Source: an optimization exercise on an open RTL-to-GDS flow (aim: small area and a short achievable clock period). Production flows keep margins and buffers that such runs may drop. At most, simulation tests tie the RTL to the original design; equivalence was not proved.

==> module prefix_and, before the edit <==
module prefix_and #(
  parameter int N = 24
) (
  input  logic [N-1:0] a,
  output logic [N-1:0] y
);
  localparam int L = $clog2(N);
  logic [N-1:0] t [0:L];
  assign t[0] = {a[N-2:0], 1'b1};
  for (genvar l = 0; l < L; l++) begin : g_lvl
    for (genvar i = 0; i < N; i++) begin : g_bit
      if (i >= (1 << l)) begin : g_op
        assign t[l+1][i] = t[l][i] & t[l][i-(1<<l)];
      end else begin : g_pass
        assign t[l+1][i] = t[l][i];
      end
    end
  end
  assign y = t[L];
endmodule
export LEC_CHECK = 0
export ABC_AREA = 1
export CAP_MARGIN = 20
export CORE_MARGIN = 2
export CORE_UTILIZATION = 40
export SETUP_SLACK_MARGIN = 4
export SLEW_MARGIN = 20
create_clock -name core_clock -period 14.5 [get_ports {clk}]
run.sh (not shown) runs the stock make flow with config.mk's settings and CLKGATE_MAP_FILE= SYNTH_SCRIPT=/design/flow/synth_recipe.tcl, a recipe that flattens the netlist after the stock synthesis.
Rerun with:
--- a/flow/design.v
+++ b/flow/design.v
@@ -1639,5 +1639,5 @@
   output logic [N-1:0] y
 );
-  localparam int L = $clog2(N);
+  localparam int L = (N > 16) ? 5 : (N > 8) ? 4 : (N > 4) ? 3 : (N > 2) ? 2 : 1;
   logic [N-1:0] t [0:L];
   assign t[0] = {a[N-2:0], 1'b1};
Effect: The new run finished with timing, DRC and antenna clean. Non-clock buffer count is unchanged. Count of clock-buffer cells in the layout stays the same. Sequential cell count stays the same. Utilization stays the same. Routed wire length stays the same.
For the first run of this note, only the layout was checked, not whether the RTL still works.


Setup of old:
Another version of the RTL of fp_mul_top (not shown whole).
Size: ~2300 cells after synthesis, about 34 flip-flops, about 100 I/O pins, ~17000 um2 of cells after synthesis.
==> module norm_round, before the edit <==
module norm_round
(
  input  logic [47:0] sum_a,
  input  logic [47:0] sum_b,
  input  logic        sign_z,
  input  logic [2:0]  r_mode,  
  output logic [22:0] frac_z,
  output logic        renorm
);
  logic [20:0] lg [0:5];
  logic [20:0] lp [0:5];
  logic        c21;
  assign lg[0] = sum_a[20:0] & sum_b[20:0];
  assign lp[0] = sum_a[20:0] ^ sum_b[20:0];
  for (genvar l = 0; l < 5; l++) begin : g_llvl
    for (genvar i = 0; i < 21; i++) begin : g_lbit
      if (((i >> l) & 1) == 1) begin : g_op
        assign lg[l+1][i] = lg[l][i] | (lp[l][i] & lg[l][((i >> l) << l) - 1]);
        assign lp[l+1][i] = lp[l][i] & lp[l][((i >> l) << l) - 1];
      end else begin : g_pass
        assign lg[l+1][i] = lg[l][i];
        assign lp[l+1][i] = lp[l][i];
      end
    end
  end
  assign c21 = lg[5][20];
  logic [20:0] zt;
  logic        st0;  
  assign zt[0] = ~(sum_a[0] ^ sum_b[0]);
  for (genvar i = 1; i < 21; i++) begin : g_zt
    assign zt[i] = ~((sum_a[i] ^ sum_b[i]) ^ (sum_a[i-1] | sum_b[i-1]));
  end
  assign st0 = ~&zt[20:0];
  logic [23:0] h;    
  logic [23:0] k;    
  assign h = sum_a[47:24] ^ sum_b[47:24];
  assign k = {sum_a[46:24] & sum_b[46:24], 1'b0};
  logic [22:0] ug [0:5];
  logic [22:0] up [0:5];
  assign ug[0] = h[23:1] & k[23:1];
  assign up[0] = h[23:1] ^ k[23:1];
  for (genvar l = 0; l < 5; l++) begin : g_ulvl
    for (genvar i = 0; i < 23; i++) begin : g_ubit
      if (((i >> l) & 1) == 1) begin : g_op
        assign ug[l+1][i] = ug[l][i] | (up[l][i] & ug[l][((i >> l) << l) - 1]);
        assign up[l+1][i] = up[l][i] & up[l][((i >> l) << l) - 1];
      end else begin : g_pass
        assign ug[l+1][i] = ug[l][i];
        assign up[l+1][i] = up[l][i];
      end
    end
  end
  logic [23:1] w0, w1;  
  assign w0 = up[0] ^ {ug[5][21:0], 1'b0};
  assign w1 = up[0] ^ ({ug[5][21:0], 1'b0} | {up[5][21:0], 1'b1});
  logic [23:0] u0, u1, u2;  
  assign u0 = {w0, h[0]};
  assign u1 = {h[0] ? w1 : w0, ~h[0]};
  assign u2 = {w1, h[0]};
  function automatic logic round_inc(input logic [2:0] mode, input logic s,
                                     input logic lsb, input logic grd,
                                     input logic rnd, input logic stk);
    case (mode)
      3'd0:    round_inc = grd & (rnd | stk | lsb);
      3'd1:    round_inc = 1'b0;
      3'd2:    round_inc = s & (grd | rnd | stk);
      3'd3:    round_inc = ~s & (grd | rnd | stk);
      default: round_inc = grd;
    endcase
  endfunction
  logic [5:0] dec [0:1];
  for (genvar ci = 0; ci < 2; ci++) begin : g_ci
    logic p21, p22, p23, p24, c22, c23, c24, inc0, inc1, t0;
    assign p21  = sum_a[21] ^ sum_b[21] ^ 1'(ci);
    assign c22  = (sum_a[21] & sum_b[21]) | (1'(ci) & (sum_a[21] | sum_b[21]));
    assign p22  = sum_a[22] ^ sum_b[22] ^ c22;
    assign c23  = (sum_a[22] & sum_b[22]) | (c22 & (sum_a[22] | sum_b[22]));
    assign p23  = sum_a[23] ^ sum_b[23] ^ c23;
    assign c24  = (sum_a[23] & sum_b[23]) | (c23 & (sum_a[23] | sum_b[23]));
    assign p24  = h[0] ^ c24;
    assign inc0 = round_inc(r_mode, sign_z, p23, p22, p21, st0);
    assign inc1 = round_inc(r_mode, sign_z, p24, p23, p22, st0 | p21);
    assign t0   = p23 & inc0;  
    assign dec[ci] = {c24, c24 ^ t0, c24 & t0, c24 ^ inc1, c24 & inc1, p23 ^ inc0};
  end
  logic       c24, s0u1, s0u2, s1u1, s1u2, lsb0;
  assign {c24, s0u1, s0u2, s1u1, s1u2, lsb0} = c21 ? dec[1] : dec[0];
  logic [23:0] s0, s1;
  logic        msb;
  assign s0  = s0u2 ? u2 : s0u1 ? u1 : u0;
  assign s1  = s1u2 ? u2 : s1u1 ? u1 : u0;
  assign msb = c24 ? u1[23] : u0[23];
  assign frac_z = msb ? s1[22:0] : {s0[21:0], lsb0};
  assign renorm = s0[23];
endmodule
export LEC_CHECK = 0
export ABC_AREA = 1
export CAP_MARGIN = 20
export CORE_MARGIN = 2
export CORE_UTILIZATION = 40
export SETUP_SLACK_MARGIN = 5
export SLEW_MARGIN = 20
create_clock -name core_clock -period 14.5 [get_ports {clk}]
standard.sh (not shown) runs the stock make flow with config.mk's settings and CLKGATE_MAP_FILE= SYNTH_SCRIPT=/design/flow/synth_recipe.tcl, a recipe that flattens the netlist after the stock synthesis.
==> flow/flow/run.sh <==
#!/bin/bash
# Layout flow: the standard flow (standard.sh) with these changes:
#  - synthesis maps the design's fa_cell/ha_cell modules straight to the
#    library's full/half adder cells before flattening (ORFS's synth.tcl with
#    one techmap added after its hierarchy check), and skips Yosys's
#    extract_fa, so the rest of the adders are left to abc;
#  - abc maps with flow/abc.script, when the version has one;
#  - the port buffers are buf_2 cells instead of the default delay buffers;
#  - make variables from flow/extra_vars.txt, when the version has one.
set -euo pipefail
here=$(pwd)

sed -e 's#^hierarchy -check -top \$::env(DESIGN_NAME)$#&\ntechmap -map '"$here"'/flow/adder_cells.v#' \
    -e 's#^  extract_fa {\*}\[dont_use_extract_fa_args\]$#  \# extract_fa skipped#' \
  "$FLOW_HOME/scripts/synth.tcl" > "$here/synth_adders.tcl"
grep -q adder_cells.v "$here/synth_adders.tcl"
grep -q "extract_fa skipped" "$here/synth_adders.tcl"
if [[ -f "$here/flow/abc.script" ]]; then
  sed -i 's#^  log_cmd abc {\*}\$abc_args$#  log_cmd abc {*}[lreplace $abc_args 1 1 '"$here"'/flow/abc.script]#' "$here/synth_adders.tcl"
  grep -q "flow/abc.script" "$here/synth_adders.tcl"
fi
sed 's#source \$::env(SCRIPTS_DIR)/synth.tcl#source '"$here"'/synth_adders.tcl#' \
  "$here/synth_recipe.tcl" > "$here/synth_recipe_adders.tcl"
grep -q synth_adders.tcl "$here/synth_recipe_adders.tcl"
# extra make variables, from flow/extra_vars.txt if present (one NAME=value per line)
extra=""
if [[ -f "$here/flow/extra_vars.txt" ]]; then
  extra=$(grep -E '^[A-Z_]+=[^ ]+$' "$here/flow/extra_vars.txt" | tr '\n' ' ')
fi
sed -e 's#SYNTH_SCRIPT=[^ ]*#SYNTH_SCRIPT='"$here"'/synth_recipe_adders.tcl#' \
    -e 's#"\${@:-finish}"#'"$extra"'"${@:-finish}"#' \
  "$here/standard.sh" > "$here/standard_adders.sh"
grep -q synth_recipe_adders.tcl "$here/standard_adders.sh"

port_buffer=sky130_fd_sc_hd__buf_2
export BUFFER_PORTS_ARGS="-buffer_cell $port_buffer"
bash "$here/standard_adders.sh" > "$here/flow.log" 2>&1
==> flow/flow/abc.script <==
strash
dch
map -D 4500 -B 0.9
topo
stime -c
buffer -c
upsize -c
dnsize -c
==> flow/flow/adder_cells.v <==
// maps the design's fa_cell and ha_cell modules to the library adder cells
module fa_cell (input a, input b, input ci, output s, output co);
  sky130_fd_sc_hd__fa_1 _TECHMAP_REPLACE_ (.A(a), .B(b), .CIN(ci), .SUM(s), .COUT(co));
endmodule

module ha_cell (input a, input b, output s, output co);
  sky130_fd_sc_hd__ha_1 _TECHMAP_REPLACE_ (.A(a), .B(b), .SUM(s), .COUT(co));
endmodule
In summary, old completed successfully, with a layout that passed the timing, design-rule and antenna checks.
Modified inputs, new compared to old
--- a/flow/design.v
+++ b/flow/design.v
@@ -1645,10 +1645,6 @@
   logic [23:1] w0, w1;  
   assign w0 = up[0] ^ {ug[5][21:0], 1'b0};
   assign w1 = up[0] ^ ({ug[5][21:0], 1'b0} | {up[5][21:0], 1'b1});
-  logic [23:0] u0, u1, u2;  
-  assign u0 = {w0, h[0]};
-  assign u1 = {h[0] ? w1 : w0, ~h[0]};
-  assign u2 = {w1, h[0]};
   function automatic logic round_inc(input logic [2:0] mode, input logic s,
                                      input logic lsb, input logic grd,
                                      input logic rnd, input logic stk);
@@ -1677,13 +1673,17 @@
   end
   logic       c24, s0u1, s0u2, s1u1, s1u2, lsb0;
   assign {c24, s0u1, s0u2, s1u1, s1u2, lsb0} = c21 ? dec[1] : dec[0];
-  logic [23:0] s0, s1;
-  logic        msb;
-  assign s0  = s0u2 ? u2 : s0u1 ? u1 : u0;
-  assign s1  = s1u2 ? u2 : s1u1 ? u1 : u0;
-  assign msb = c24 ? u1[23] : u0[23];
-  assign frac_z = msb ? s1[22:0] : {s0[21:0], lsb0};
-  assign renorm = s0[23];
+  logic pick0, pick1, low0, low1, msb;
+  assign pick0 = s0u2 | (s0u1 & h[0]);
+  assign pick1 = s1u2 | (s1u1 & h[0]);
+  assign low0  = h[0] ^ (s0u1 & ~s0u2);
+  assign low1  = h[0] ^ (s1u1 & ~s1u2);
+  assign msb   = (c24 & h[0]) ? w1[23] : w0[23];
+  logic [22:0] r0, r1;  
+  assign r1 = {pick1 ? w1[22:1] : w0[22:1], low1};
+  assign r0 = {pick0 ? w1[21:1] : w0[21:1], low0, lsb0};
+  assign frac_z = msb ? r1 : r0;
+  assign renorm = pick0 ? w1[23] : w0[23];
 endmodule
 module exp_exc_pack
 (
[summary]
Compared with old, in new global-route usage -1.5 points. new reports its launching instance or port of the critical path as fp_x[17] while old reports fp_x[7]. new vs. old: via count fell by about 7%. old -> new: first-pass GRT wire length decreased by a little under 10%. On new: global routing met2 resource utilization is 0.18 points lower than what old gave. Number of cell rows, new and old: smaller value in new. When the final numbers for new and old were put side by side, the critical path arrival turned out to be smaller in old. Going from old to new, worst setup slack moved down; maximum number of pins on one net before global-route repair moved up; non-clock inverter instance count of the final layout moved up. Sequential cell count: old vs new — no meaningful difference.

==> static timing again, ports no longer ideal <==
Ports are ideal in the flow. The routed layouts listed here were re-timed in OpenROAD.
Step 1: set_driving_cell puts a clkbuf_16 on clk and a buf_2 on each other input, an assumption about the parent block.
Step 2 moves the port delays by t, midway between the first and last clock arrival at a register: inputs arrive t later, outputs are due t later. That takes back most of the time a late clock gives input paths.
Three values: ideal ports, drivers, drivers and shift; two values: the first two.
| run | shift t [ns] | slack for setup (ns) | worst setup path after step 2 | clock arrival spread, ns | cell pins on the clock port's net |
|---|---|---|---|---|---|
| the first run of note 1 | 0.328 | 4.386 / 4.404 / 4.076 | input to register | 0.003 / 0.004 | 1 |
| the second run of note 1 | 0.328 | 4.386 / 4.404 / 4.076 | input to register | 0.003 / 0.004 | 1 |
| old | 0.334 | 5.443 / 5.410 / 5.076 | input to register | 0.002 / 0.001 | 1 |
| new | 0.317 | 5.301 / 5.320 / 5.003 | input to register | 0.014 / 0.014 | 1 |
After both steps every run listed still meets setup and hold. The setup slack of old, which loses most, moves by -0.033 ns with the drivers and by -0.367 ns with both steps.
